Background: an optimization exercise with open tools, aiming at small area, a short achievable clock period and few clock cycles per item. Do not read the settings as production practice.
Only simulation tests tie the RTL to the original design; equivalence was not proved.

`design/flow/config.mk`:
```
export PLATFORM = sky130hd
export DESIGN_NAME = lbm_macroscopic
export DESIGN_NICKNAME = lbm_macroscopic
export VERILOG_FILES = /design/flow/design.v
export SDC_FILE = /design/flow/constraint.sdc
export NUM_CORES = 4
export LEC_CHECK = 0
export CAP_MARGIN = 20
export CORE_MARGIN = 2
export CORE_UTILIZATION = 55
export SETUP_SLACK_MARGIN = 4.6
export SLEW_MARGIN = 20
export TNS_END_PERCENT = 10
```
`design/flow/constraint.sdc`:
```
create_clock -name core_clock -period 8.0 [get_ports {CLOCK_50}]
set_input_delay 1.6000 -clock core_clock [delete_from_list [all_inputs] [get_ports {CLOCK_50}]]
set_output_delay 1.6000 -clock core_clock [all_outputs]
set_load 0.01 [all_outputs]
```
`design/flow/design.v`:
```
module lbm_macroscopic #(
  parameter int GRID_DIM        = 256,
  parameter int DATA_WIDTH      = 64,
  parameter int FRACTIONAL_BITS = 56,
  parameter int ADDRESS_WIDTH   = $clog2(GRID_DIM),
  parameter int DATA_WIDTH_F    = 9*DATA_WIDTH
) (
  input  logic                     CLOCK_50,
  input  logic                     RESET,
  input  logic                     in_valid,
  output logic                     in_ready,
  input  logic [DATA_WIDTH_F-1:0]  fin,
  input  logic [ADDRESS_WIDTH-1:0] in_addr,
  output logic                     out_valid,
  input  logic                     out_ready,
  output logic [DATA_WIDTH-1:0]    rho,
  output logic [DATA_WIDTH-1:0]    ux,
  output logic [DATA_WIDTH-1:0]    uy,
  output logic [ADDRESS_WIDTH-1:0] out_addr,
  output logic                     div_zero,
  output logic                     sat,
  output logic                     frame_done
);
  localparam logic [ADDRESS_WIDTH-1:0] LAST = ADDRESS_WIDTH'(GRID_DIM-1);
  function automatic [2:0] ctz8(input [7:0] d);
    ctz8 = d[0] ? 3'd0 : d[1] ? 3'd1 : d[2] ? 3'd2 : d[3] ? 3'd3 :
           d[4] ? 3'd4 : d[5] ? 3'd5 : d[6] ? 3'd6 : 3'd7;
  endfunction
  logic       rd_run;       
  logic [3:0] sc;           
  logic       hold_s;       
  logic       vb, vc, vd;   
  logic [3:0] ib, ic, id;   
  logic       fb, fc, fdg;  
  logic [1:0] post;         
  logic       full;         
  logic       load;
  logic [7:0] fd [9];       
  logic [9:0]  r3a, r3b, r3c;   
  logic [10:0] ex, ey;          
  logic [7:0]  mdx, mdy;        
  logic [63:0] rr;          
  logic [63:0] r3;          
  logic [1:0]  r3h;         
  logic [63:0] vx, vy;      
  logic [7:0]  vlox, vloy;  
  logic [3:0]  cr;          
  logic [1:0]  c3;          
  logic [2:0]  cx, cy;      
  logic        bx, by;      
  logic        nx, ny;      
  logic        zx, zy;      
  logic        ltx, lty;    
  logic        gex, gey;    
  logic        rnz;         
  logic        tf;          
  logic [5:0]  t;           
  logic [ADDRESS_WIDTH-1:0] addr_s;
  logic        firstc, firstd;
  logic [2:0]  dic, did;
  logic [11:0] rs;
  logic [11:0] tx, ty;
  logic [9:0]  t3;
  logic [8:0]  dx, dy;
  logic [7:0]  csub;
  logic [7:0]  r7;
  logic        bz, skipb, dz_s;
  assign dic    = ic[2:0];
  assign did    = id[2:0];
  assign firstc = fc;
  assign firstd = fdg;
  assign bz     = tf & (t[5:3] != 3'b111);
  always_comb begin
    rs = 12'(r3a) + 12'(r3b) + 12'(r3c) + (firstc ? 12'd0 : 12'(cr));
    tx = ((ic[3] & nx) ? -{ex[10], ex} : {ex[10], ex}) +
         (firstc ? 12'd0 : {{9{cx[2]}}, cx});
    ty = ((ic[3] & ny) ? -{ey[10], ey} : {ey[10], ey}) +
         (firstc ? 12'd0 : {{9{cy[2]}}, cy});
    t3 = 10'(rr[63:56]) + 10'({rr[62:56], firstd ? 1'b0 : rr[55]}) +
         (firstd ? 10'd0 : 10'(c3));
    csub = firstd ? rr[63:56] : 8'd0;
    dx = {1'b0, mdx} - {1'b0, nx ? csub : 8'd0} - 9'(firstd ? (nx & bz) : bx);
    dy = {1'b0, mdy} - {1'b0, ny ? csub : 8'd0} - 9'(firstd ? (ny & bz) : by);
    r7 = {rr[0], firstd ? 7'd0 : rr[63:57]};
  end
  assign dz_s  = rr[63] | ~rnz;
  assign skipb = dz_s | ((ltx | zx) & (lty | zy));
  always_ff @(posedge CLOCK_50 or negedge RESET) begin
    if (!RESET) begin
      rd_run   <= 1'b0;
      sc       <= '0;
      in_ready <= 1'b0;
      vb       <= 1'b0;
      vc       <= 1'b0;
      vd       <= 1'b0;
      ib       <= '0;
      ic       <= '0;
      id       <= '0;
      fb       <= 1'b0;
      fc       <= 1'b0;
      fdg      <= 1'b0;
      hold_s   <= 1'b0;
      post     <= '0;
      full     <= 1'b0;
    end else begin
      vb       <= rd_run;
      vc       <= vb;
      vd       <= vc;
      ib       <= sc;
      ic       <= ib;
      id       <= ic;
      fb       <= sc[2:0] == 3'd0;
      fc       <= fb;
      fdg      <= fc;
      in_ready <= rd_run && sc == 4'd14;
      if (rd_run) begin
        sc <= sc + 4'd1;
        if (sc == 4'd15) rd_run <= 1'b0;
      end else if (in_valid && !hold_s) begin
        rd_run <= 1'b1;
      end
      if (rd_run && sc == 4'd15) hold_s <= 1'b1;
      else if (load)             hold_s <= 1'b0;
      if (vd && id == 4'd15) post <= 2'd1;
      else if (post == 2'd1)  post <= skipb ? 2'd0 : 2'd2;
      else if (post == 2'd2)  post <= 2'd0;
      if ((post == 2'd1 && skipb) || post == 2'd2) full <= 1'b1;
      else if (load)                               full <= 1'b0;
    end
  end
  always_ff @(posedge CLOCK_50) begin
    for (int k = 0; k < 9; k++) fd[k] <= fin[k*64 + 8*sc[2:0] +: 8];
    if (rd_run && sc == 4'd15) addr_s <= in_addr;
    r3a <= 10'(fd[0]) + 10'(fd[1]) + 10'(fd[2]);
    r3b <= 10'(fd[3]) + 10'(fd[4]) + 10'(fd[5]);
    r3c <= 10'(fd[6]) + 10'(fd[7]) + 10'(fd[8]);
    ex  <= 11'(fd[1]) + 11'(fd[5]) + 11'(fd[8]) - 11'(fd[3]) - 11'(fd[6]) - 11'(fd[7]);
    ey  <= 11'(fd[2]) + 11'(fd[5]) + 11'(fd[6]) - 11'(fd[4]) - 11'(fd[7]) - 11'(fd[8]);
    if (vc) begin
      cx  <= tx[10:8];
      cy  <= ty[10:8];
      mdx <= tx[7:0];
      mdy <= ty[7:0];
      if (!ic[3]) begin
        cr <= rs[11:8];
        rr <= {rs[7:0], rr[63:8]};
        if (firstc) rnz <= |rs[7:0];
        else        rnz <= rnz | (|rs[7:0]);
        if (firstc || !tf) begin
          tf <= |rs[7:0];
          t  <= {dic, ctz8(rs[7:0])};
        end
        if (dic == 3'd7) begin
          nx <= tx[7];
          ny <= ty[7];
        end
      end
    end
    if (vd && !id[3]) begin
      r3 <= {t3[7:0], r3[63:8]};
      c3 <= t3[9:8];
      if (did == 3'd7) r3h <= t3[9:8];
    end
    if (vd && id[3]) begin
      rr <= {rr[7:0], rr[63:8]};
      vx <= {dx[7:0], vx[63:8]};
      vy <= {dy[7:0], vy[63:8]};
      bx <= dx[8];
      by <= dy[8];
      if (did == 3'd7) begin
        zx <= nx & dx[8];
        zy <= ny & dy[8];
      end
      ltx <= (dx[7:0] < rr[7:0]) | ((dx[7:0] == rr[7:0]) & ~firstd & ltx);
      lty <= (dy[7:0] < rr[7:0]) | ((dy[7:0] == rr[7:0]) & ~firstd & lty);
      gex <= (mdx > r7) | ((mdx == r7) & (firstd | gex));
      gey <= (mdy > r7) | ((mdy == r7) & (firstd | gey));
    end else if (post[1]) begin
      vx   <= {8'd0, vx[63:8]};
      vy   <= {8'd0, vy[63:8]};
    end
    if (vd && id[3] && firstd) begin
      vlox <= '0;
      vloy <= '0;
    end else if (post[1]) begin
      vlox <= vx[7:0];
      vloy <= vy[7:0];
    end
  end
  logic        busy, ov;
  logic [5:0]  cnt;         
  logic [63:0] dvs;         
  logic [65:0] d3;          
  logic [62:0] remx, remy;
  logic [63:0] ax_q, ay_q;
  logic        ngx, ngy, stx, sty, zrx, zry, lq1, lq2;
  logic [5:0]  td;
  logic        fst, lst;
  logic [5:0]  pn1, pn2;
  logic        lb1, lb2;
  logic        sat_x, sat_y, top_x, top_y;
  assign load = full & ~busy & (~ov | out_ready);
  assign sat_x = ~dz_s & gex & (rr[62:57] == 6'd0);
  assign sat_y = ~dz_s & gey & (rr[62:57] == 6'd0);
  assign top_x = skipb & nx & ~(dz_s | zx);
  assign top_y = skipb & ny & ~(dz_s | zy);
  assign fst = cnt == 6'd32;
  assign lst = cnt == 6'd1;
  function automatic [63:0] sub66(input [65:0] a, input [65:0] b);
    logic [65:0] g, p, x, bn;
    bn = ~b;
    g = a & bn;
    p = a ^ bn;
    x = p;
    g[0] = g[0] | p[0];                   
    for (int l = 0; l < 7; l++)
      for (int j = 0; j < 66; j++)
        if ((j >> l) % 2 == 1) begin
          g[j] = g[j] | (p[j] & g[((j >> l) << l) - 1]);
          p[j] = p[j] & p[((j >> l) << l) - 1];
        end
    sub66 = {g[65], x[62:0] ^ {g[61:0], 1'b1}};
  endfunction
  function automatic [64:0] step2(input [62:0] r, input [63:0] d, input [65:0] d3v,
                                  input b1, input b2, input neg, input st,
                                  input zr, input f, input l);
    logic        ge1, ge2, ge3, q1, q2, o1, o2;
    logic [65:0] r4;
    logic [63:0] t1, t2, t3;
    logic [62:0] rn;
    r4  = {1'b0, r, b1, b2};
    t1  = sub66(r4, {2'b0, d});
    t2  = sub66(r4, {1'b0, d, 1'b0});
    t3  = sub66(r4, d3v);
    ge1 = t1[63];
    ge2 = t2[63];
    ge3 = t3[63];
    rn  = ge3 ? t3[62:0] : ge2 ? t2[62:0] : ge1 ? t1[62:0] : r4[62:0];
    q1  = ge2;
    q2  = ge1 ^ ge2 ^ ge3;
    if (st) begin
      o1 = neg ? f : ~f;
      o2 = neg ? l : 1'b1;
    end else begin
      o1 = ~zr & (q1 ^ neg);
      o2 = ~zr & (q2 ^ neg);
    end
    step2 = {rn, o1, o2};
  endfunction
  logic [64:0] nx2, ny2;
  assign nx2 = step2(remx, dvs, d3, ax_q[63] | (ngx & lq1), ax_q[62] | (ngx & lq2),
                     ngx, stx, zrx, fst, lst);
  assign ny2 = step2(remy, dvs, d3, ay_q[63] | (ngy & lq1), ay_q[62] | (ngy & lq2),
                     ngy, sty, zry, fst, lst);
  assign pn1 = 6'(2*cnt - 6'd3);
  assign pn2 = 6'(2*cnt - 6'd4);
  assign lb1 = (pn1 < 6'd56) & (dvs[pn1] ^ (pn1 > td));
  assign lb2 = (pn2 < 6'd56) & (dvs[pn2] ^ (pn2 > td));
  always_ff @(posedge CLOCK_50 or negedge RESET) begin
    if (!RESET) begin
      busy       <= 1'b0;
      ov         <= 1'b0;
      cnt        <= '0;
      frame_done <= 1'b0;
    end else begin
      frame_done <= ov & out_ready & (out_addr == LAST);
      if (load) begin
        busy <= ~dz_s;
        ov   <= dz_s;
        cnt  <= skipb ? 6'd28 : 6'd32;
      end else begin
        if (ov && out_ready) ov <= 1'b0;
        if (busy) begin
          cnt <= cnt - 6'd1;
          if (lst) begin
            busy <= 1'b0;
            ov   <= 1'b1;
          end
        end
      end
    end
  end
  always_ff @(posedge CLOCK_50) begin
    if (load) begin
      dvs      <= rr;
      d3       <= {r3h, r3};
      ax_q     <= {vlox, 48'd0, {8{top_x}}};
      ay_q     <= {vloy, 48'd0, {8{top_y}}};
      ngx      <= nx;
      ngy      <= ny;
      stx      <= sat_x;
      sty      <= sat_y;
      zrx      <= dz_s | zx;
      zry      <= dz_s | zy;
      td       <= t;
      lq1      <= skipb & (rr[55] ^ (t < 6'd55));
      lq2      <= skipb & (rr[54] ^ (t < 6'd54));
      out_addr <= addr_s;
      div_zero <= dz_s;
      sat      <= sat_x | sat_y;
    end else if (busy) begin
      ax_q <= {ax_q[61:0], nx2[1:0]};
      ay_q <= {ay_q[61:0], ny2[1:0]};
      lq1  <= lb1;
      lq2  <= lb2;
    end
  end
  always_ff @(posedge CLOCK_50) begin
    remx <= load ? vx[62:0] : nx2[64:2];
    remy <= load ? vy[62:0] : ny2[64:2];
  end
  assign out_valid = ov;
  assign rho = dvs;
  assign ux  = ax_q;
  assign uy  = ay_q;
endmodule
```
`design/flow/flow/run.sh`:
```
#!/bin/bash
set -euo pipefail
bash standard.sh 'BUFFER_PORTS_ARGS=-buffer_cell sky130_fd_sc_hd__buf_1' finish > make_finish.log 2>&1
```
`design/flow/standard.sh`:
```
#!/bin/bash
# synth_recipe.tcl (not shown) runs the flow's synth.tcl, then flattens the netlist and writes it again
# the make line also repeats each setting of config.mk as NAME=value (left out here)
make -C /OpenROAD-flow-scripts/flow DESIGN_CONFIG=/design/flow/config.mk WORK_HOME=/design/flow/orfs CLKGATE_MAP_FILE= SYNTH_SCRIPT=/design/flow/synth_recipe.tcl "${@:-finish}"
```
==> results.txt, run 1 <==
- Status: no timing/DRC/antenna violations
- Area contributors post-synth: edfxtp_1 26%, dfxtp_1 12%, ha_1 12%
- CTS max path bufs: 3
- Total wire length: 229 mm
- Synth Register Bits: 897
- Post-synth cell types: 100
- Mean area per synthesized cell: 10.9 um2
- Worst setup EP type: flop
- Post-synth net total: 6634
- Die height: 329 um
- # H-tree levels: 3
- DR WL met3: 26.7 mm
- Site row count: 119
- Final setup viols: 0
- Worst EP required: 8620 ps
- Fin nets: 7578
- Main synth FF type: edfxtp_1
- Critical setup path kind: flop to flop
- DR top layer: met5
- Metal-1 WL: 85.1 mm
- Dpl hpwl: 174 mm
- Tcrit/Tclk final: 0.516
- Synthesized area: 58200 um2
- Setup skew after layout: 54.1 ps
- Hold Path Class: flop to flop
- # DRC: 0
- Yosys warnings: 2
- WL met2: 97.7 mm
- Fmax: 242 MHz
- Post-synth EDFFs: 498
- Most frequent cell after synthesis: ha_1
- Asr flop ratio synth: 0.0412
- Clk slew on worst S/H paths: 60 ps
- Core area: 105000 um2
- Total die area: 108000 um2
- Routability Congestion: 1.02
- CTS tree: yes
- First-pass GRT wire length: 316 mm
- Critical Path Start Type: flop
- Starting Density: 0.554
- Clock root buffer: clkbuf_16
- Die W: 329 um
- Antenna viol nets, final: 0
- Boundary Pins: 793
- GR Overflow Total: 0
- Wire per inst: 29.4 um
- CP max FO: 4
- All-Layer GR Usage: 0.406
- Vias in the first global route: 46239
- Least-Margin Pin Slew: 1090 ps
- IO Port Bufs: 792
- Via count: 49298
- Yosys top cell area share: 0.257
- Minimum clock period: 4130 ps
- Total Neg Setup Slack: 0 ps
- Post-synth top cells: 552 x ha_1, 498 x edfxtp_1, 468 x a21oi_1
- Placed instance count: 7396
- Drt first pass iters: 7
- Clock sink count: 897
- Seq/Total Area, Yosys: 0.397
- Max_cap viols: 0
- Layout cell share with drive strength beyond 1: 0.139
- Layout area overhead: 19.8%
- CTS buffer count: 98
- Non-filler instance count after layout: 7793
- Clock latency at the later pin of the worst-skew pair: 740 ps
- 1st-iter DRT viols: 5413
- Relative slew slack: 0.270
- Hold Vio Cnt, Final: 0
- Vias per Instance: 6.33
- CP arrival: 4750 ps
- Largest net degree at the start of global routing: 145
- Dominant cell type by area after synthesis: edfxtp_1
- Unrepaired setup endpoints after global routing: true
- Hold_buf cts: 0
- Pins Over Slew Limit: 0
- Cells after Synth: 5346
- Initial antenna violation count: 26
==> sequential cells by signal (all words and copies together), names as in the netlist, 64 cells and up <==
register,cells
fd,72
d3,66
ax_q,64
ay_q,64
dvs,64
r3,64
rr,64
vx,64
vy,64
==> worst paths after layout <==
kind	start	to	cells after the start	slack, ps
max	dvs[8]$_DFFE_PP_	remy[58]$_DFF_P_	16	3870
min	ib[0]$_DFF_PN0_	ic[0]$_DFF_PN0_	0	350
max reg2reg	dvs[8]$_DFFE_PP_	remy[58]$_DFF_P_	16	3870
min reg2reg	ib[0]$_DFF_PN0_	ic[0]$_DFF_PN0_	0	350
max in group asynchronous	RESET	sc[2]$_DFFE_PN0P_	1	6330
min in group asynchronous	RESET	frame_done$_DFF_PN0_	1	1000
==> what timing repair did <==
item / 4_1_cts / 5_1_grt
pin swaps: 59 / 78
setup endpoints to repair: 183 / 258
gates resized for setup: 193 / 153
buffers inserted: 100 / 61
cloned: 13 / 11
==> worst max-delay path, cell delays in order (launching register included) <==
cell and delay (ps):
edfxtp_1 450, clkinvlp_4 280, ha_4 350, nand3_2 110, nor4_4 420, o21ai_2 160
a2111oi_4 320, buf_6 220, nor2_4 70, buf_4 200, o41ai_4 490, a21o_1 200
a21oi_1 80, xor2_1 180, o2111ai_1 210, o221ai_1 140, a21oi_1 140
==> per-layer routing <==
| metal | GRT usage | up-vias |
|---|---|---|
| li1 | - | 21716 |
| met3 | 0.111 | 676 |
| met4 | 0.290 | 6 |
| met2 | 0.597 | 3035 |
| met5 | 0.0339 | - |
| met1 | 0.515 | 23865 |
==> per-stage QoR <==
stage          cell area [um2]  hold WS [ps]   util  setup slack (ps)
3_5_place_dp             62700           336  0.596              2310
6_report                 69800           348  0.664              3870
4_1_cts                  68400           350  0.650              3980
2_1_floorplan            58300           331      -              3960
3_3_place_gp             62700           332  0.596              2430
5_1_grt                  69800           356  0.664              3790
==> cell families (layout without fill, tap and decap cells) <==
logic type / after synthesis / in the layout / synth area share
XOR/XNOR: 391 / 391 / 0.0589
adder cells (fa/ha/maj): 700 / 700 / 0.169
other: 0 / 26 / 0
multiplexers: 269 / 269 / 0.0831
flip-flops: 897 / 897 / 0.397
buffers and inverters: 616 / 1645 / 0.0413
AND/OR/NAND/NOR: 1009 / 1009 / 0.0842
AO/OA/AOI/OAI: 1464 / 1465 / 0.166
==> layout by cell type, fill, tap and decap left out, drive strengths merged, types with 164 or more instances in the layout <==
cell type and count:
nand2 266, inv 444, o21ai 242, ha 552
buf 1007, xnor2 237, edfxtp 498, dfxtp 362
a21oi 472, mux4 164, nor2 286
==> layout make-up <==
type	count	area [um2]
Antenna cell	26	65.1
Clock buffer	118	2670
Clock inverter	68	1030
Fill cell	8266	35300
Inverter	443	1690
Multi-Input combinational cell	3834	33900
Sequential cell	897	23200
Tap cell	1391	1740
Timing Repair Buffer	1016	5560
Testbench counts, summed over its fixed seeds: cycles 11,312, items 384.
==> run 2: changes to the inputs <==
--- a/design/flow/config.mk
+++ b/design/flow/config.mk
@@ -10,3 +10,3 @@
 export CORE_UTILIZATION = 55
-export SETUP_SLACK_MARGIN = 4.6
+export SETUP_SLACK_MARGIN = 3.8
 export SLEW_MARGIN = 20
==> run 2 against run 1 <==
  * Fmax down 3.4%
  * Non-clock buffer count is 70 lower
  * Critical path type unchanged
  * Synthesized cell count stayed put
  * Still clean on timing, DRC and antenna
  * Flip-flop and latch count did not move
  * Final area shrank 2.9%
  * Die area stayed put
  * Utilization shrank 2.0 points
==> results.txt, run 2 <==
- Vias per Instance: 6.29 (was 6.33)
- Reg2Reg Launch Point: ngy$_DFFE_PP_ (was dvs[8]$_DFFE_PP_)
- GR Overflow Total: 0 (unchanged)
- Worst-path cell chain: a21oi_2 -> buf_4 -> ha_4 -> inv_2 -> fa_2 -> a211oi_4 -> nor4_4 -> o21ai_2 -> a2111oi_4 -> buf_6 -> o2111ai_4 -> nand3_4 -> a21oi_4 -> buf_12 -> buf_12 -> xnor2_4 -> xnor2_4 -> xnor2_1 -> a21oi_1 -> o21ai_1 (was clkinvlp_4 -> ha_4 -> nand3_2 -> nor4_4 -> o21ai_2 -> a2111oi_4 -> buf_6 -> nor2_4 -> buf_4 -> o41ai_4 -> a21o_1 -> a21oi_1 -> xor2_1 -> o2111ai_1 -> o221ai_1 -> a21oi_1)
- Worst setup margin: 3730 ps (was 3870 ps)
- Core area: 105000 um2 (unchanged)
- Critical Path Start Type: flop (unchanged)
- Tcrit/Tclk final: 0.534 (was 0.516)
- CP arrival: 4710 ps (was 4750 ps)
- Clock latency at the later pin of the worst-skew pair: 710 ps (was 740 ps)
- Synthesized area: 58200 um2 (unchanged)
- Largest net degree at the start of global routing: 145 (unchanged)
- Fin nets: 7511 (was 7578)
- Asr flop ratio synth: 0.0412 (unchanged)
- Worst EP required: 8440 ps (was 8620 ps)
- Commonest non-fill, non-tap cell in the layout: buf_1 (unchanged)
- Drt first pass iters: 6 (was 7)
- Yosys warnings: 2 (unchanged)
- Finished layout cell area: 67700 um2 (was 69800 um2)
- Dpl hpwl: 176 mm (was 174 mm)
- Post-synth cell types: 100 (unchanged)
- Die W: 329 um (unchanged)
- CP delay by family, top: compound AO/OA/AOI/OAI gates (unchanged)
- Worst hold slack: 348 ps (about the same)
- Antenna viol nets, final: 0 (unchanged)
- FILL cells: 8469 (was 8266)
- Clk slew on worst S/H paths: 60 ps (about the same)
- Reg with most FFs: fd (unchanged)
- Pins Over Slew Limit: 0 (unchanged)
- Status: no timing/DRC/antenna violations (unchanged)
- Vias in the first global route: 45630 (was 46239)
- Total wire length: 224 mm (was 229 mm)
- CTS buffer count: 96 (was 98)
- Least-Margin Pin Slew: 1120 ps (was 1090 ps)
- Placement Cell Area: 62600 um2 (was 62700 um2)
- WP buf/inv: 5 (was 3)
- First-pass GRT wire length: 311 mm (was 316 mm)
- Layout area overhead: 16.3% (was 19.8%)
- Boundary Pins: 793 (unchanged)
- Main synth FF type: edfxtp_1 (unchanged)
- Via count: 48527 (was 49298)
- Most frequent cell after synthesis: ha_1 (unchanged)
- Hold Vio Cnt, Final: 0 (unchanged)
- Wire per inst: 29.0 um (was 29.4 um)
- Clock root buffer: clkbuf_16 (unchanged)
- Total Neg Setup Slack: 0 ps (unchanged)
- Hold_buf cts: 0 (unchanged)
- Mean area per synthesized cell: 10.9 um2 (unchanged)
- Worst hold start: ib[0]$_DFF_PN0_ (unchanged)
- CP max FO: 6 (was 4)
- All-Layer GR Usage: 0.397 (was 0.406)
- Worst Setup SP: ngy$_DFFE_PP_ (was dvs[8]$_DFFE_PP_)
- Place WS: 2510 ps (was 2310 ps)
- Largest register FFs: 72 (unchanged)
- Post-synth net total: 6634 (unchanged)
- Unrepaired setup endpoints after global routing: true (unchanged)
- Largest registers: fd (72), d3 (66) (unchanged)
- Post-synth EDFFs: 498 (unchanged)
- Seq/Total Area, Yosys: 0.397 (unchanged)
- Worst path max stage delay: 530 ps (was 490 ps)
- Routability Congestion: 1.02 (about the same)
- Relative slew slack: 0.253 (was 0.270)
- IO Port Bufs: 792 (unchanged)
- CTS tree: yes (unchanged)
- Non-filler instance count after layout: 7718 (was 7793)
- 1st-iter DRT viols: 5086 (was 5413)
- Starting Density: 0.554 (unchanged)
- Initial antenna violation count: 33 (was 26)
- Final core occ: 0.644 (was 0.664)
- Die height: 329 um (unchanged)
- Hold Path Class: flop to flop (unchanged)
- Slowest cell on the critical path: edfxtp_1 (was o41ai_4)
- CTS max path bufs: 3 (unchanged)
- Layout cell share with drive strength beyond 1: 0.112 (was 0.139)
- Synth Register Bits: 897 (unchanged)
- Site row count: 119 (unchanged)
- Critical setup path kind: flop to flop (unchanged)
- Clock sink count: 897 (unchanged)
- Most frequent cells in the layout: 791 x buf_1, 546 x ha_1, 498 x edfxtp_1 (was 791 x buf_1, 540 x ha_1, 498 x edfxtp_1)
- # DRC: 0 (unchanged)
- # H-tree levels: 3 (unchanged)
- Total die area: 108000 um2 (unchanged)
- Final setup viols: 0 (unchanged)
- Placed instance count: 7395 (was 7396)
- Area contributors post-synth: edfxtp_1 26%, dfxtp_1 12%, ha_1 12% (unchanged)
- Worst setup EP type: flop (unchanged)
- Max_cap viols: 0 (unchanged)
- Post-synth top cells: 552 x ha_1, 498 x edfxtp_1, 468 x a21oi_1 (unchanged)
- Minimum clock period: 4270 ps (was 4130 ps)
- Yosys top cell area share: 0.257 (unchanged)
- Cells after Synth: 5346 (unchanged)
- Fmax: 234 MHz (was 242 MHz)
- Dominant cell type by area after synthesis: edfxtp_1 (unchanged)
- Setup skew after layout: 54.8 ps (was 54.1 ps)
run 2: cell types whose count changed in the layout (fill, tap and decap cells not counted), sizes merged:
cell      change
buf          -64
clkbuf       +26
bufinv       -17
clkinv       -15
inv           -7
diode         -5
clkinvlp      +3
o21a          +2
a21oi         +1
bufbuf        -1
o21ai         +1
o22a          +1
run 2: what timing repair did:
action,4_1_cts,5_1_grt
buffers inserted,33,78
setup endpoints to repair,132,136
gates resized for setup,64,100
pin swaps,17,44
endpoints found under the hold margin,0,0
gates cloned,4,6
run 2: path summary, 6_finish.rpt:
| path | endpoint | slack (ps) | cells past startpoint |
|---|---|---|---|
| worst max register to register | ay_q[0]$_DFFE_PP_ | 3730 | 20 |
| min in group asynchronous | busy$_DFF_PN0_ | 1010 | 1 |
| max in group asynchronous | sc[1]$_DFFE_PN0P_ | 6350 | 1 |
| worst min-delay path | ic[0]$_DFF_PN0_ | 350 | 0 |
| worst min register to register | ic[0]$_DFF_PN0_ | 350 | 0 |
| worst max-delay path | ay_q[0]$_DFFE_PP_ | 3730 | 20 |
run 2: final cells by class:
cell class / instances / area, um2 / share of cell area
Sequential cell: 897 / 23100 / 0.342
Antenna cell: 21 / 52.6 / 0.000776
Tap cell: 1391 / 1740 / 0.0257
Clock buffer: 149 / 2860 / 0.0422
Clock inverter: 32 / 370 / 0.00547
Timing Repair Buffer: 946 / 4440 / 0.0655
Inverter: 443 / 1710 / 0.0253
Multi-Input combinational cell: 3839 / 33400 / 0.493
run 2: layer usage:
| metal | track usage | part of all wire | up-vias |
|---|---|---|---|
| li1 | - | - | 21611 |
| met2 | 0.589 | 0.43 | 2704 |
| met4 | 0.268 | 0.078 | 22 |
| met1 | 0.503 | 0.38 | 23595 |
| met5 | 0 | 0.00062 | - |
| met3 | 0.117 | 0.11 | 595 |
run 2: kinds of logic after synthesis:
| family | Yosys count | share of synthesized area |
|---|---|---|
| compound gates | 1464 | 0.166 |
| flops | 897 | 0.397 |
| xor+xnor | 391 | 0.0589 |
| simple gates | 1009 | 0.0842 |
| buf+inv | 616 | 0.0413 |
| mux | 269 | 0.0831 |
| fa+ha+maj | 700 | 0.169 |
==> run 3: changes to the inputs <==
--- a/design/flow/config.mk
+++ b/design/flow/config.mk
@@ -10,3 +10,3 @@
 export CORE_UTILIZATION = 55
-export SETUP_SLACK_MARGIN = 3.8
+export SETUP_SLACK_MARGIN = 4.0
 export SLEW_MARGIN = 20
==> run 3 against run 2 <==
  * Synthesized cell count stayed put
  * Die area unchanged
  * Non-clock buffer count grew 19
  * Critical path type unchanged
  * Critical endpoint unchanged
  * Highest routed layer unchanged
==> results.txt, run 3 <==
- Die W: 329 um (unchanged)
- Largest family of logic cells by synthesized area: adder cells (unchanged)
- Vias in the first global route: 45444 (was 45630)
- CTS max path bufs: 3 (unchanged)
- Seq/Total Area, Yosys: 0.397 (unchanged)
- Cells after Synth: 5346 (unchanged)
- Worst setup EP type: flop (unchanged)
- Worst EP required: 8460 ps (was 8440 ps)
- Post-synth EDFFs: 498 (unchanged)
- CTS buffer count: 99 (was 96)
- Mean area per synthesized cell: 10.9 um2 (unchanged)
- Most frequent cell after synthesis: ha_1 (unchanged)
- # H-tree levels: 3 (unchanged)
- Core area: 105000 um2 (unchanged)
- Post-synth net total: 6634 (unchanged)
- Area contributors post-synth: edfxtp_1 26%, dfxtp_1 12%, ha_1 12% (unchanged)
- Worst-path cell chain: buf_4 -> a21oi_4 -> inv_2 -> fa_2 -> a211oi_4 -> nor4_4 -> o21ai_2 -> a2111oi_4 -> buf_6 -> o2111ai_4 -> nand3_4 -> a21oi_4 -> buf_12 -> buf_12 -> xnor2_2 -> xnor2_2 -> xnor2_1 -> a21oi_1 -> o21ai_1 (was a21oi_2 -> buf_4 -> ha_4 -> inv_2 -> fa_2 -> a211oi_4 -> nor4_4 -> o21ai_2 -> a2111oi_4 -> buf_6 -> o2111ai_4 -> nand3_4 -> a21oi_4 -> buf_12 -> buf_12 -> xnor2_4 -> xnor2_4 -> xnor2_1 -> a21oi_1 -> o21ai_1)
- Status: no timing/DRC/antenna violations (unchanged)
- Synthesized area: 58200 um2 (unchanged)
- Worst hold stages: 0 (unchanged)
- Initial antenna violation count: 31 (was 33)
- Worst path max stage delay: 520 ps (was 530 ps)
- Total die area: 108000 um2 (unchanged)
- Wire per inst: 28.7 um (was 29.0 um)
- Site row count: 119 (unchanged)
- Die height: 329 um (unchanged)
- Largest registers: fd (72), d3 (66) (unchanged)
- Synth Register Bits: 897 (unchanged)
- Minimum clock period: 4180 ps (was 4270 ps)
- Clock latency at the later pin of the worst-skew pair: 730 ps (was 710 ps)
- CP max FO: 6 (unchanged)
- CP delay by family, top: compound AO/OA/AOI/OAI gates (unchanged)
- Compound-gate portion of the synthesized area: 0.166 (unchanged)
- Unrepaired setup endpoints after global routing: true (unchanged)
- 1st-iter DRT viols: 4840 (was 5086)
- Mux share of post-synthesis cell area: 0.0831 (unchanged)
- Starting Density: 0.554 (unchanged)
- Largest net degree at the start of global routing: 111 (was 145)
- Least-Margin Pin Slew: 1120 ps (about the same)
- Via count: 48305 (was 48527)
- Total wire length: 222 mm (was 224 mm)
- Largest register FFs: 72 (unchanged)
- Antenna viol nets, final: 0 (unchanged)
- Vias per Instance: 6.24 (was 6.29)
- All-Layer GR Usage: 0.397 (about the same)
- Layout area overhead: 17.3% (was 16.3%)
- Commonest non-fill, non-tap cell in the layout: buf_1 (unchanged)
- WP buf/inv: 5 (unchanged)
- Hold Path Class: flop to flop (unchanged)
- Critical setup path kind: flop to flop (unchanged)
- Post-synth cell types: 100 (unchanged)
- Post-Synth Adder-Cell Area: 0.169 (unchanged)
- Critical Path Start Type: flop (unchanged)
- Reg with most FFs: fd (unchanged)
- Max_cap viols: 0 (unchanged)
- Yosys warnings: 2 (unchanged)
- Total Neg Setup Slack: 0 ps (unchanged)
- Clk slew on worst S/H paths: 60 ps (about the same)
- Post-synth top cells: 552 x ha_1, 498 x edfxtp_1, 468 x a21oi_1 (unchanged)
- Flop2flop setup slack: 3820 ps (was 3730 ps)
- Place WS: 2330 ps (was 2510 ps)
- Dominant cell type by area after synthesis: edfxtp_1 (unchanged)
- IO Port Bufs: 792 (unchanged)
- Final setup viols: 0 (unchanged)
- Main synth FF type: edfxtp_1 (unchanged)
- Dpl hpwl: 172 mm (was 176 mm)
- Routability Congestion: 1.05 (was 1.02)
- First-pass GRT wire length: 310 mm (was 311 mm)
- GR Overflow Total: 0 (unchanged)
- Fmax: 239 MHz (was 234 MHz)
- Relative slew slack: 0.255 (was 0.253)
- Boundary Pins: 793 (unchanged)
- Most frequent cells in the layout: 790 x buf_1, 549 x ha_1, 498 x edfxtp_1 (was 791 x buf_1, 546 x ha_1, 498 x edfxtp_1)
- # DRC: 0 (unchanged)
- Clock sink count: 897 (unchanged)
- Drt first pass iters: 6 (unchanged)
- FF-to-FF path depth: 19 (was 20)
- Yosys top cell area share: 0.257 (unchanged)
- Clock root buffer: clkbuf_16 (unchanged)
- Pins Over Slew Limit: 0 (unchanged)
- Tcrit/Tclk final: 0.522 (was 0.534)
- Hold Vio Cnt, Final: 0 (unchanged)
- Setup skew after layout: 60.2 ps (was 54.8 ps)
- Layout cell share with drive strength beyond 1: 0.118 (was 0.112)
- Fin nets: 7531 (was 7511)
- Asr flop ratio synth: 0.0412 (unchanged)
- Levels on crit path: 19 (was 20)
- Slowest cell on the critical path: edfxtp_1 (unchanged)
- Synth Area in Simple Gates: 0.0842 (unchanged)
- FILL cells: 8504 (was 8469)
- Post-synthesis xor/xnor area fraction: 0.0589 (unchanged)
- CP arrival: 4630 ps (was 4710 ps)
- Worst setup margin: 3820 ps (was 3730 ps)
- CTS tree: yes (unchanged)
run 3: timing repair:
action                                 in CTS  in global routing
pin swaps                                  34                 51
hold buffers                                0                  0
endpoints found under the hold margin       0                  0
gates resized for setup                   103                 94
setup endpoints to repair                 137                142
gates cloned                                7                  5
buffers inserted                           74                 51
run 3: final timing paths:
kind,start,endpoint
max reg2reg,ngy$_DFFE_PP_,ay_q[0]$_DFFE_PP_
min,ib[3]$_DFF_PN0_,ic[3]$_DFF_PN0_
max in group asynchronous,RESET,sc[1]$_DFFE_PN0P_
max,ngy$_DFFE_PP_,ay_q[0]$_DFFE_PP_
min reg2reg,ib[3]$_DFF_PN0_,ic[3]$_DFF_PN0_
min in group asynchronous,RESET,cnt[3]$_DFFE_PN0P_
run 3: kinds of logic after synthesis:
family / Yosys count
XOR/XNOR: 391
buffers and inverters: 616
flip-flops: 897
AND/OR/NAND/NOR: 1009
AO/OA/AOI/OAI: 1464
adder cells (fa/ha/maj): 700
multiplexers: 269
run 3: through the flow:
stage	std cells	hold WS, ps	instance area (um2)	utilization
detailed placement	7395	336	62600	0.596
global placement	7395	333	62600	0.596
floorplan	5346	331	58200	-
global route	7732	356	68300	0.649
CTS	7664	348	67300	0.640
finish	7745	344	68300	0.650
run 3: cell type report:
class / instances / area, um2 / share of cell area
inverters: 443 / 1690 / 0.0247
flip-flops and latches: 897 / 23200 / 0.339
clock buffers: 128 / 2700 / 0.0395
diodes: 24 / 60.1 / 0.000880
clock inverters: 60 / 743 / 0.0109
multi-input cells: 3837 / 33400 / 0.489
well taps: 1391 / 1740 / 0.0255
repair buffers: 965 / 4780 / 0.0700
run 3: metal layers:
metal,GRT usage,vias up,wire length (um)
met4,0.283,22,19000
li1,-,21648,-
met5,0.0165,-,344
met2,0.582,2549,94400
met3,0.113,641,23600
met1,0.504,23445,84500
==> run 4: changes to the inputs <==
--- a/design/flow/config.mk
+++ b/design/flow/config.mk
@@ -12,2 +12,2 @@
 export SLEW_MARGIN = 20
-export TNS_END_PERCENT = 10
+export TNS_END_PERCENT = 0
==> run 4 against run 3 <==
  * Still clean
  * Sequential share of layout area about the same
  * Final area down 0.13%
  * Wire length about the same
  * Die area did not move
  * Utilization is 0.086 points lower
  * Critical path type unchanged
  * Critical endpoint is now ax_q[0]$_DFFE_PP_
  * Largest cell class unchanged
==> results.txt, run 4 <==
- CP max FO: 15 (was 6)
- Worst setup EP type: flop (unchanged)
- Status: no timing/DRC/antenna violations (unchanged)
- Tcrit/Tclk final: 0.517 (was 0.522)
- Minimum clock period: 4130 ps (was 4180 ps)
- Post-synth top cells: 552 x ha_1, 498 x edfxtp_1, 468 x a21oi_1 (unchanged)
- Site row count: 119 (unchanged)
- Cell mode on critical path: a21oi_4
- Layout cell share with drive strength beyond 1: 0.116 (was 0.118)
- Synthesized area: 58200 um2 (unchanged)
- Vias per Instance: 6.27 (was 6.24)
- Commonest non-fill, non-tap cell in the layout: buf_1 (unchanged)
- Largest register FFs: 72 (unchanged)
- Dpl hpwl: 174 mm (was 172 mm)
- CTS tree: yes (unchanged)
- Largest registers: fd (72), d3 (66) (unchanged)
- FF/Latch Area: 23100 um2 (was 23200 um2)
- IO Port Bufs: 792 (unchanged)
- First-pass GRT wire length: 311 mm (was 310 mm)
- Max_cap viols: 0 (unchanged)
- GR Overflow Total: 0 (unchanged)
- Fmax: 242 MHz (was 239 MHz)
- Total die area: 108000 um2 (unchanged)
- All-Layer GR Usage: 0.398 (was 0.397)
- Clock root buffer: clkbuf_16 (unchanged)
- Worst EP required: 8460 ps (about the same)
- Most frequent cells in the layout: 791 x buf_1, 546 x ha_1, 498 x edfxtp_1 (was 790 x buf_1, 549 x ha_1, 498 x edfxtp_1)
- Reg with most FFs: fd (unchanged)
- Initial antenna violation count: 24 (was 31)
- Fin nets: 7507 (was 7531)
- Pins Over Slew Limit: 0 (unchanged)
- Via count: 48326 (was 48305)
- CTS buffer count: 100 (was 99)
- # H-tree levels: 3 (unchanged)
- Total Neg Setup Slack: 0 ps (unchanged)
- Vias in the first global route: 45682 (was 45444)
- Starting Density: 0.554 (unchanged)
- Unrepaired setup endpoints after global routing: true (unchanged)
- Final setup viols: 0 (unchanged)
- Main synth FF type: edfxtp_1 (unchanged)
- Dominant cell type by area after synthesis: edfxtp_1 (unchanged)
- Critical setup path kind: flop to flop (unchanged)
- Die W: 329 um (unchanged)
- FILL cells: 8566 (was 8504)
- Seq/Total Area, Yosys: 0.397 (unchanged)
- Total wire length: 222 mm (about the same)
- Hold Vio Cnt, Final: 0 (unchanged)
- Layout area overhead: 17.1% (was 17.3%)
- Post-synth EDFFs: 498 (unchanged)
- Asr flop ratio synth: 0.0412 (unchanged)
- Area contributors post-synth: edfxtp_1 26%, dfxtp_1 12%, ha_1 12% (unchanged)
- Most frequent cell after synthesis: ha_1 (unchanged)
- Mean area per synthesized cell: 10.9 um2 (unchanged)
- CTS max path bufs: 3 (unchanged)
- Clock latency at the later pin of the worst-skew pair: 730 ps (about the same)
- Setup skew after layout: 48.3 ps (was 60.2 ps)
- Least-Margin Pin Slew: 1130 ps (was 1120 ps)
- Cells after Synth: 5346 (unchanged)
- Boundary Pins: 793 (unchanged)
- Relative slew slack: 0.249 (was 0.255)
- Worst path max stage delay: 500 ps (was 520 ps)
- Yosys top cell area share: 0.257 (unchanged)
- Die height: 329 um (unchanged)
- 1st-iter DRT viols: 5188 (was 4840)
- Final core occ: 0.649 (was 0.650)
- Drt first pass iters: 9 (was 6)
- Largest net degree at the start of global routing: 104 (was 111)
- Clock sink count: 897 (unchanged)
- Hold Path Class: flop to flop (unchanged)
- Worst-path cell chain: a21oi_2 -> ha_1 -> inv_1 -> fa_2 -> a21o_1 -> nand4_1 -> a21oi_4 -> o211ai_1 -> a311o_2 -> a21oi_4 -> a21oi_4 -> buf_12 -> buf_12 -> xnor2_1 -> xnor2_2 -> xnor2_1 -> a21oi_1 -> o21ai_0 (was buf_4 -> a21oi_4 -> inv_2 -> fa_2 -> a211oi_4 -> nor4_4 -> o21ai_2 -> a2111oi_4 -> buf_6 -> o2111ai_4 -> nand3_4 -> a21oi_4 -> buf_12 -> buf_12 -> xnor2_2 -> xnor2_2 -> xnor2_1 -> a21oi_1 -> o21ai_1)
- CP arrival: 4590 ps (was 4630 ps)
- Routability Congestion: 1.04 (was 1.05)
- Antenna viol nets, final: 0 (unchanged)
- Critical Path Start Type: flop (unchanged)
- Yosys warnings: 2 (unchanged)
- Core area: 105000 um2 (unchanged)
- Synth Register Bits: 897 (unchanged)
- Clk slew on worst S/H paths: 70 ps (was 60 ps)
- Post-synth cell types: 100 (unchanged)
- Post-synth net total: 6634 (unchanged)
- # DRC: 0 (unchanged)
- Slowest cell on the critical path: a311o_2 (was edfxtp_1)
- Wire per inst: 28.8 um (was 28.7 um)
- Multi-input combinational cell area: 33400 um2 (about the same)
-- run 4: logic make-up (layout without fill, tap and decap cells) --
group           Yosys count  in the layout  share of synthesized area
mux                     269            269                     0.0831
buf+inv                 616           1576                     0.0413
fa+ha+maj               700            700                      0.169
flops                   897            897                      0.397
simple gates           1009           1009                     0.0842
xor+xnor                391            391                     0.0589
compound gates         1464           1465                      0.166
other cells               0              8                          0
-- run 4: timing repair --
| item | in CTS | in global routing |
|---|---|---|
| pin swaps | 47 | 21 |
| cloned | 3 | 1 |
| buffers inserted | 83 | 19 |
| setup endpoints to repair | 137 | 140 |
| hold buffers | 0 | 0 |
| resized for setup | 149 | 44 |
-- run 4: cell type report --
cell class,instances,area share
diodes,8,0.000294
clock buffers,126,0.0402
clock inverters,64,0.0132
inverters,443,0.0249
multi-input cells,3834,0.490
flip-flops and latches,897,0.339
well taps,1391,0.0255
repair buffers,943,0.0663
-- run 4: routing by layer --
layer,vias up,track usage,share of wire
met4,26,0.274,0.082
met5,-,0,0.00072
met2,2733,0.593,0.43
li1,21596,-,-
met3,601,0.119,0.11
met1,23370,0.499,0.37
-- run 4: stage by stage --
| stage | instances | area (um2) | hold WS, ps | setup WS (ps) |
|---|---|---|---|---|
| detailed placement | 7402 | 62700 | 336 | 2630 |
| finish | 7706 | 68200 | 344 | 3870 |
| floorplan | 5346 | 58200 | 331 | 3790 |
| global route | 7701 | 68200 | 353 | 3790 |
| global placement | 7402 | 62700 | 331 | 2450 |
| CTS | 7678 | 67800 | 350 | 3940 |
-- run 4: worst paths after layout --
| kind | cells past startpoint | startpoint | to | slack (ps) |
|---|---|---|---|---|
| setup / recovery | 18 | ngx$_DFFE_PP_ | ax_q[0]$_DFFE_PP_ | 3870 |
| hold / removal | 0 | vb$_DFF_PN0_ | vc$_DFF_PN0_ | 340 |
| setup reg to reg | 18 | ngx$_DFFE_PP_ | ax_q[0]$_DFFE_PP_ | 3870 |
| hold reg to reg | 0 | vb$_DFF_PN0_ | vc$_DFF_PN0_ | 340 |
| max in group asynchronous | 1 | RESET | sc[1]$_DFFE_PN0P_ | 6260 |
| min in group asynchronous | 1 | RESET | cnt[5]$_DFFE_PN0P_ | 1010 |
-- run 4: critical path, delay by kind of cell, from the launching register on --
family                     cells  cell delay (ps)
AOI/OAI and AO/OA              9             1900
xor gates and xnor gates       3              470
DFF                            1              450
adders and majority gates      2              420
buffers and inverters          3              400
and+or+nand+nor                1              190
==> run 5: changes to the inputs <==
--- a/design/flow/config.mk
+++ b/design/flow/config.mk
@@ -10,3 +10,3 @@
 export CORE_UTILIZATION = 55
-export SETUP_SLACK_MARGIN = 4.0
+export SETUP_SLACK_MARGIN = 4.3
 export SLEW_MARGIN = 20
==> run 5 against run 4 <==
  * Die area unchanged
  * Worst hold slack unchanged
  * Sequential share of layout area unchanged
==> results.txt, run 5 <==
- Status: no timing/DRC/antenna violations (unchanged)
- Final core occ: 0.649 (unchanged)
- Total Neg Setup Slack: 0 ps (unchanged)
- Cells after Synth: 5346 (unchanged)
- Critical Path Start Type: flop (unchanged)
- Fin nets: 7507 (unchanged)
- Fmax: 242 MHz (unchanged)
- Dpl hpwl: 174 mm (unchanged)
- Area contributors post-synth: edfxtp_1 26%, dfxtp_1 12%, ha_1 12% (unchanged)
- Clock sink count: 897 (unchanged)
- Synthesized area: 58200 um2 (unchanged)
- Tcrit/Tclk final: 0.517 (unchanged)
- Total wire length: 222 mm (unchanged)
- First-pass GRT wire length: 311 mm (unchanged)
- 1st-iter DRT viols: 5188 (unchanged)
- Final setup viols: 0 (unchanged)
- Clock latency at the later pin of the worst-skew pair: 730 ps (about the same)
- Vias per Instance: 6.27 (unchanged)
- # H-tree levels: 3 (unchanged)
- CTS tree: yes (unchanged)
- # DRC: 0 (unchanged)
- Non-filler instance count after layout: 7706 (unchanged)
- CP arrival: 4590 ps (about the same)
- Max_cap viols: 0 (unchanged)
- Routability Congestion: 1.04 (unchanged)
- Worst EP required: 8460 ps (about the same)
- Largest net degree at the start of global routing: 104 (unchanged)
- Main synth FF type: edfxtp_1 (unchanged)
- Die height: 329 um (unchanged)
- Vias in the first global route: 45682 (unchanged)
- Critical setup path kind: flop to flop (unchanged)
- Clk slew on worst S/H paths: 70 ps (about the same)
- Worst setup EP type: flop (unchanged)
- Asr flop ratio synth: 0.0412 (unchanged)
- Hold_buf cts: 0 (unchanged)
- Dominant cell type by area after synthesis: edfxtp_1 (unchanged)
- Hold Vio Cnt, Final: 0 (unchanged)
- Hold Path Class: flop to flop (unchanged)
- Least-Margin Pin Slew: 1130 ps (unchanged)
- Die W: 329 um (unchanged)
- Starting Density: 0.554 (unchanged)
- Via count: 48326 (unchanged)
- Yosys top cell area share: 0.257 (unchanged)
- Placed instance count: 7402 (unchanged)
- Minimum clock period: 4130 ps (unchanged)
- Layout area overhead: 17.1% (unchanged)
- Antenna viol nets, final: 0 (unchanged)
- Synth Register Bits: 897 (unchanged)
- Most frequent cells in the layout: 791 x buf_1, 546 x ha_1, 498 x edfxtp_1 (unchanged)
- IO Port Bufs: 792 (unchanged)
- Pins Over Slew Limit: 0 (unchanged)
- Post-synth top cells: 552 x ha_1, 498 x edfxtp_1, 468 x a21oi_1 (unchanged)
- CTS buffer count: 100 (unchanged)
- Initial antenna violation count: 24 (unchanged)
- Core area: 105000 um2 (unchanged)
- Boundary Pins: 793 (unchanged)
- GR Overflow Total: 0 (unchanged)
- Relative slew slack: 0.249 (unchanged)
- CP max FO: 15 (unchanged)
- Commonest non-fill, non-tap cell in the layout: buf_1 (unchanged)
- Largest register FFs: 72 (unchanged)
- Most frequent cell after synthesis: ha_1 (unchanged)
- Clock root buffer: clkbuf_16 (unchanged)
- Total die area: 108000 um2 (unchanged)
- Yosys warnings: 2 (unchanged)
- Unrepaired setup endpoints after global routing: true (unchanged)
- All-Layer GR Usage: 0.398 (unchanged)
- Mean area per synthesized cell: 10.9 um2 (unchanged)
- Largest registers: fd (72), d3 (66) (unchanged)
- Seq/Total Area, Yosys: 0.397 (unchanged)
- Post-synth net total: 6634 (unchanged)
- Post-synth EDFFs: 498 (unchanged)
- Setup skew after layout: 48.3 ps (unchanged)
- Wire per inst: 28.8 um (unchanged)
- Drt first pass iters: 9 (unchanged)
- Site row count: 119 (unchanged)
- CTS max path bufs: 3 (unchanged)
- Post-synth cell types: 100 (unchanged)
- Layout cell share with drive strength beyond 1: 0.116 (unchanged)
- Reg with most FFs: fd (unchanged)
[run 5: worst max-delay path: stages, from the launching register on]
cell	delay (ps)
edfxtp_1	450
a21oi_2	110
ha_1	190
inv_1	90
fa_2	230
a21o_1	160
nand4_1	190
a21oi_4	280
o211ai_1	190
a311o_2	500
a21oi_4	290
a21oi_4	100
buf_12	160
buf_12	150
xnor2_1	220
xnor2_2	160
xnor2_1	90
a21oi_1	170
o21ai_0	100
[run 5: path summary, 6_finish.rpt]
kind / start / endpoint / slack (ps) / cells after the start
max in group asynchronous: RESET / sc[1]$_DFFE_PN0P_ / 6260 / 1
worst max register to register: ngx$_DFFE_PP_ / ax_q[0]$_DFFE_PP_ / 3870 / 18
worst min-delay path: vb$_DFF_PN0_ / vc$_DFF_PN0_ / 340 / 0
min in group asynchronous: RESET / cnt[5]$_DFFE_PN0P_ / 1010 / 1
worst min register to register: vb$_DFF_PN0_ / vc$_DFF_PN0_ / 340 / 0
worst max-delay path: ngx$_DFFE_PP_ / ax_q[0]$_DFFE_PP_ / 3870 / 18
[run 5: kinds of logic after synthesis]
group,count (synthesis),share of synthesized area
xor+xnor,391,0.0589
flops,897,0.397
simple gates,1009,0.0842
mux,269,0.0831
compound gates,1464,0.166
buf+inv,616,0.0413
fa+ha+maj,700,0.169
[run 5: layout make-up]
class | count | area [um2]
diodes | 8 | 20.0
repair buffers | 943 | 4520
well taps | 1391 | 1740
clock inverters | 64 | 898
flip-flops and latches | 897 | 23100
multi-input cells | 3834 | 33400
fillers | 8566 | 36900
clock buffers | 126 | 2740
inverters | 443 | 1700
[run 5: routing by layer]
| layer | GRT usage | up-vias | part of all wire |
|---|---|---|---|
| li1 | - | 21596 | - |
| met1 | 0.499 | 23370 | 0.37 |
| met2 | 0.593 | 2733 | 0.43 |
| met3 | 0.119 | 601 | 0.11 |
| met4 | 0.274 | 26 | 0.082 |
| met5 | 0 | - | 0.00072 |
[run 5: what timing repair did]
item	in CTS	in global routing
endpoints found under the setup margin	149	200
buffers inserted	83	19
gates cloned	3	1
pin swaps	47	21
gates resized for setup	149	44
[run 5: through the flow]
stage | cell area (um2) | setup slack [ps] | hold slack (ps)
3_3_place_gp | 62700 | 2450 | 331
6_report | 68200 | 3870 | 344
2_1_floorplan | 58200 | 3790 | 331
3_5_place_dp | 62700 | 2630 | 336
4_1_cts | 67800 | 3940 | 350
5_1_grt | 68200 | 3790 | 353

static timing again, ports no longer ideal:
No port has a modelled driver above. Below, the same layouts with a new extraction and two added sets of constraints. Step 1 (the two cells are an assumption about what drives the block):
set clk [get_ports {CLOCK_50}]
set_driving_cell -lib_cell sky130_fd_sc_hd__clkbuf_16 $clk
set_driving_cell -lib_cell sky130_fd_sc_hd__buf_2 [delete_from_list [all_inputs] $clk]
Step 2 adds t to the input delays and takes it off the output delays; t is the mean of the earliest and latest rising clock arrival at the registers after step 1. Input paths then give back, and output paths get back, about the clock's delay inside the block. Slacks: ideal / step 1 / step 2; pairs: ideal / step 1.
run | shift t [ns] | setup WS [ns] | worst setup path at the end | slew at the worst register clock pin (ns)
run 1 | 0.787 | 3.873 / 3.873 / 3.511 | input to register | 0.07 / 0.07
run 2 | 0.764 | 3.729 / 3.729 / 3.194 | input to register | 0.07 / 0.07
run 3 | 0.776 | 3.823 / 3.823 / 3.541 | input to register | 0.07 / 0.07
run 4 | 0.782 | 3.867 / 3.867 / 3.283 | input to register | 0.07 / 0.07
run 5 | 0.782 | 3.867 / 3.867 / 3.283 | input to register | 0.07 / 0.07
After both steps setup and hold are still met in every run listed.
